Background: an optimization exercise with open tools, aiming at small area, a short achievable clock period and few clock cycles per item. Do not read the settings as production practice. RTL that was checked went through simulation tests only; none was proved equivalent to the original.

==> build 63 <==
==> flow/design.v (excerpt) <==
module ordered_sequence_hash_64_top (
  input  logic                             clk,
  input  logic                             rst_n,
  input  logic                             in_valid,
  output logic                             in_stall,
  input  logic                             in_cmd,
  input  logic [osh64_pkg::LEN_W-1:0]      in_seq_length,
  input  logic [osh64_pkg::HASH_W-1:0]     in_element_bits,
  output logic                             out_valid,
  input  logic                             out_stall,
  output logic [osh64_pkg::HASH_W-1:0]     out_hash
);
  localparam int unsigned HW = osh64_pkg::HASH_W;
  localparam int unsigned LW = osh64_pkg::HALF_W;
  localparam int unsigned PW = 124;   
  logic          s0_v, s1_v, hv;
  logic          s0_cmd, s1_cmd;
  logic [HW-1:0] s0_src, s0_msrc;
  logic [PW-1:0] s1_p;
  logic [HW-1:0] out_hash_r;
  logic hash_free, s1_adv, s0_adv, s0_ready, in_take;
  assign hash_free = !(hv && out_stall);
  assign s1_adv    = s1_v && hash_free;
  assign s0_adv    = s0_v && (!s1_v || s1_adv);
  assign s0_ready  = !s0_v || s0_adv;
  assign in_stall  = s0_v && s1_v && hv && out_stall;
  assign in_take   = in_valid && !in_stall;
  logic [HW-1:0] in_src;
  assign in_src = (in_cmd == osh64_pkg::CMD_START) ?
                  {{(HW-osh64_pkg::LEN_W){1'b0}}, in_seq_length} : in_element_bits;
  always_ff @(posedge clk) begin
    if (!rst_n) begin
      s0_v <= 1'b0;
    end else if (s0_ready) begin
      s0_v <= in_take;
    end
  end
  logic [HW-1:0] nxt_src, nxt_msrc;
  assign nxt_src = in_src;
  assign nxt_msrc[1:0] = nxt_src[1:0];
  osh64_add62 u_madd (.a(nxt_src[HW-1:2]), .b(nxt_src[HW-1-2:0]), .s(nxt_msrc[HW-1:2]));
  always_ff @(posedge clk) begin
    if (in_take) begin
      s0_cmd  <= in_cmd;
      s0_src  <= nxt_src;
      s0_msrc <= nxt_msrc;
    end
  end
  logic [HW-1:0] src, nsrc, msrc, nmsrc;
  assign src   = s0_src;
  assign nsrc  = ~s0_src;
  assign msrc  = s0_msrc;
  assign nmsrc = ~s0_msrc;
  logic hs1, hc2, hs3, hc4, fs5, fc6, fs7, fc8, fs9, fc10, fs11, fc12, fs13, fc14, fs15, fc16;
  logic fs17, fc18, hs19, hc20, fs21, fc22, fs23, fc24, hs25, hc26, fs27, fc28, fs29, fc30, fs31, fc32;
  logic fs33, fc34, fs35, fc36, hs37, hc38, fs39, fc40, fs41, fc42, hs43, hc44, fs45, fs46, fs47, hs48;
  ...
export LEC_CHECK = 0
export CAP_MARGIN = 20
export CORE_MARGIN = 2
export CORE_UTILIZATION = 60
export SLEW_MARGIN = 20
export SYNTH_HIERARCHICAL = 1
create_clock -name core_clock -period 9.5 [get_ports {clk}]
standard.sh (not shown) runs the stock make flow with config.mk's settings and CLKGATE_MAP_FILE= SYNTH_SCRIPT=/design/flow/synth_recipe.tcl, a recipe that flattens the netlist after the stock synthesis.
==> flow/flow/run.sh <==
#!/bin/bash
# Own flow: the standard layout (standard synthesis and every ORFS step unchanged) with two
# settings outside config.mk's list:
#  - port buffers are sky130_fd_sc_hd__buf_2 instead of the default choice (every input and
#    output port still gets its own buffer);
set -euo pipefail
MARGIN=$(cat flow/margin.txt)
bash standard.sh "BUFFER_PORTS_ARGS=-buffer_cell sky130_fd_sc_hd__buf_2" \
  SETUP_SLACK_MARGIN="$MARGIN" finish > standard.log 2>&1
==> flow/flow/margin.txt <==
5.1
==> build 6: changes against build 63 <==
--- a/flow/design.v
+++ b/flow/design.v
@@ -27,23 +27,23 @@
   input  logic                             out_stall,
   output logic [osh64_pkg::HASH_W-1:0]     out_hash
 );
   localparam int unsigned HW = osh64_pkg::HASH_W;
   localparam int unsigned LW = osh64_pkg::HALF_W;
   localparam int unsigned PW = 124;   
-  logic          s0_v, s1_v, hv;
+  logic          s0_v, s1_v, hv, ob_v;
   logic          s0_cmd, s1_cmd;
   logic [HW-1:0] s0_src, s0_msrc;
   logic [PW-1:0] s1_p;
-  logic [HW-1:0] out_hash_r;
+  logic [HW-1:0] out_hash_r, ob_hash;
   logic hash_free, s1_adv, s0_adv, s0_ready, in_take;
-  assign hash_free = !(hv && out_stall);
+  assign hash_free = !(hv && ob_v && out_stall);
   assign s1_adv    = s1_v && hash_free;
   assign s0_adv    = s0_v && (!s1_v || s1_adv);
   assign s0_ready  = !s0_v || s0_adv;
-  assign in_stall  = s0_v && s1_v && hv && out_stall;
+  assign in_stall  = s0_v && s1_v && hv && ob_v;
   assign in_take   = in_valid && !in_stall;
   logic [HW-1:0] in_src;
   assign in_src = (in_cmd == osh64_pkg::CMD_START) ?
                   {{(HW-osh64_pkg::LEN_W){1'b0}}, in_seq_length} : in_element_bits;
   always_ff @(posedge clk) begin
     if (!rst_n) begin
@@ -630,22 +630,33 @@
     joined = {top, acc_hi} ^ {out_hash_r[LW-1:0], x3[HW-1:LW]};
     hash_nxt = (s1_cmd == osh64_pkg::CMD_START) ? x3 : joined;
   end
   always_ff @(posedge clk) begin
     if (!rst_n) begin
       hv         <= 1'b0;
+      ob_v       <= 1'b0;
       out_hash_r <= '0;
     end else begin
       hv <= s1_adv || (hv && !hash_free);
+      if (!ob_v) begin
+        ob_v <= hv && out_stall;
+      end else if (!out_stall) begin
+        ob_v <= hv;
+      end
       if (s1_adv) begin
         out_hash_r <= hash_nxt;
       end
     end
   end
-  assign out_valid = hv;
-  assign out_hash  = out_hash_r;
+  always_ff @(posedge clk) begin
+    if (ob_v ? !out_stall : out_stall) begin
+      ob_hash <= out_hash_r;
+    end
+  end
+  assign out_valid = hv || ob_v;
+  assign out_hash  = ob_v ? ob_hash : out_hash_r;
 endmodule
 module osh64_fa (input logic a, b, c, output logic s, co);
   assign s  = a ^ b ^ c;
   assign co = (a & b) | (a & c) | (b & c);
 endmodule
 module osh64_x3 (input logic a, b, c, output logic s);
==> flow/flow/margin.txt (replaced) <==
5.4
==> trial 92: changes against build 63 <==
--- a/flow/design.v
+++ b/flow/design.v
@@ -27,41 +27,56 @@
   input  logic                             out_stall,
   output logic [osh64_pkg::HASH_W-1:0]     out_hash
 );
   localparam int unsigned HW = osh64_pkg::HASH_W;
   localparam int unsigned LW = osh64_pkg::HALF_W;
   localparam int unsigned PW = 124;   
-  logic          s0_v, s1_v, hv;
-  logic          s0_cmd, s1_cmd;
-  logic [HW-1:0] s0_src, s0_msrc;
+  logic          sk_v, s0_v, s1_v, out_v;
+  logic          sk_cmd, s0_cmd, s1_cmd;
+  logic [HW-1:0] sk_src, s0_src, s0_msrc;
   logic [PW-1:0] s1_p;
   logic [HW-1:0] out_hash_r;
-  logic hash_free, s1_adv, s0_adv, s0_ready, in_take;
-  assign hash_free = !(hv && out_stall);
-  assign s1_adv    = s1_v && hash_free;
-  assign s0_adv    = s0_v && (!s1_v || s1_adv);
-  assign s0_ready  = !s0_v || s0_adv;
-  assign in_stall  = s0_v && s1_v && hv && out_stall;
-  assign in_take   = in_valid && !in_stall;
+  logic out_free, s1_adv, s0_adv, s0_ready, in_take;
+  assign out_free = !out_v || !out_stall;
+  assign s1_adv   = s1_v && out_free;
+  assign s0_adv   = s0_v && (!s1_v || s1_adv);
+  assign s0_ready = !s0_v || s0_adv;
+  assign in_stall = sk_v;
+  assign in_take  = in_valid && !sk_v;
   logic [HW-1:0] in_src;
   assign in_src = (in_cmd == osh64_pkg::CMD_START) ?
                   {{(HW-osh64_pkg::LEN_W){1'b0}}, in_seq_length} : in_element_bits;
   always_ff @(posedge clk) begin
     if (!rst_n) begin
+      sk_v <= 1'b0;
+    end else if (s0_ready) begin
+      sk_v <= 1'b0;
+    end else if (in_take) begin
+      sk_v <= 1'b1;
+    end
+  end
+  always_ff @(posedge clk) begin
+    if (in_take && !s0_ready) begin
+      sk_cmd <= in_cmd;
+      sk_src <= in_src;
+    end
+  end
+  always_ff @(posedge clk) begin
+    if (!rst_n) begin
       s0_v <= 1'b0;
     end else if (s0_ready) begin
-      s0_v <= in_take;
+      s0_v <= sk_v || in_take;
     end
   end
   logic [HW-1:0] nxt_src, nxt_msrc;
-  assign nxt_src = in_src;
+  assign nxt_src = sk_v ? sk_src : in_src;
   assign nxt_msrc[1:0] = nxt_src[1:0];
   osh64_add62 u_madd (.a(nxt_src[HW-1:2]), .b(nxt_src[HW-1-2:0]), .s(nxt_msrc[HW-1:2]));
   always_ff @(posedge clk) begin
-    if (in_take) begin
-      s0_cmd  <= in_cmd;
+    if (s0_ready) begin
+      s0_cmd  <= sk_v ? sk_cmd : in_cmd;
       s0_src  <= nxt_src;
       s0_msrc <= nxt_msrc;
     end
   end
   logic [HW-1:0] src, nsrc, msrc, nmsrc;
   assign src   = s0_src;
@@ -629,22 +644,24 @@
     top    = t2[LW-1:0] ^ acc_hi ^ (acc_hi >> osh64_pkg::JOIN_SH_C);
     joined = {top, acc_hi} ^ {out_hash_r[LW-1:0], x3[HW-1:LW]};
     hash_nxt = (s1_cmd == osh64_pkg::CMD_START) ? x3 : joined;
   end
   always_ff @(posedge clk) begin
     if (!rst_n) begin
-      hv         <= 1'b0;
+      out_v      <= 1'b0;
       out_hash_r <= '0;
     end else begin
-      hv <= s1_adv || (hv && !hash_free);
+      if (out_free) begin
+        out_v <= s1_adv;
+      end
       if (s1_adv) begin
         out_hash_r <= hash_nxt;
       end
     end
   end
-  assign out_valid = hv;
+  assign out_valid = out_v;
   assign out_hash  = out_hash_r;
 endmodule
 module osh64_fa (input logic a, b, c, output logic s, co);
   assign s  = a ^ b ^ c;
   assign co = (a & b) | (a & c) | (b & c);
 endmodule
==> flow/flow/margin.txt (replaced) <==
5.5
--- a/flow/config.mk
+++ b/flow/config.mk
@@ -4,9 +4,9 @@
 export VERILOG_FILES = /design/flow/design.v
 export SDC_FILE = /design/flow/constraint.sdc
 export NUM_CORES = 4
 export LEC_CHECK = 0
 export CAP_MARGIN = 20
 export CORE_MARGIN = 2
-export CORE_UTILIZATION = 60
+export CORE_UTILIZATION = 40
 export SLEW_MARGIN = 20
 export SYNTH_HIERARCHICAL = 1
==> comparison <==
Clock skew, highest first: trial 92, build 6, build 63.
Between build 63 and trial 92, the lower non-clock buffer count is in build 63 (gap 105).
Clock-buffer cell count: trial 92 > build 6 > build 63.
Cell area, lowest first: build 63, build 6, trial 92.
Critical path depth: build 6 > trial 92 > build 63.
Of build 6 and build 63, build 6 has the higher die area (gap about 9%, measured against build 63).
Testbench counts of build 63, summed over its fixed seeds: cycles 12,024, items 12,000.
Testbench counts of build 6, summed over its fixed seeds: cycles 12,024, items 12,000.
No functional check of the RTL was part of trial 92.

-- what the ideal ports hide --
How much do the figures lean on ideal ports? The routed layouts below were timed once more, with nothing changed but the port constraints.
Step 1: set_driving_cell puts a clkbuf_16 on clk and a buf_2 on each other input, an assumption about the parent block.
Step 2 moves the port delays by t, midway between the first and last clock arrival at a register: inputs arrive t later, outputs are due t later. That takes back most of the time a late clock gives input paths.
Three values: ideal, step 1, step 2; two values: the first two.
| run | shift t [ns] | slack for setup (ns) | latest minus earliest clock arrival (ns) |
|---|---|---|---|
| build 63 | 0.605 | 5.127 / 5.107 / 4.634 | 0.031 / 0.030 |
| build 6 | 0.637 | 5.446 / 5.446 / 4.812 | 0.033 / 0.033 |
| trial 92 | 0.668 | 5.430 / 5.431 / 4.763 | 0.051 / 0.050 |
After both steps setup and hold are still met in every run listed. For trial 92, which loses most, drivers alone change the setup slack by +0.001 ns; drivers and shift together by -0.667 ns.
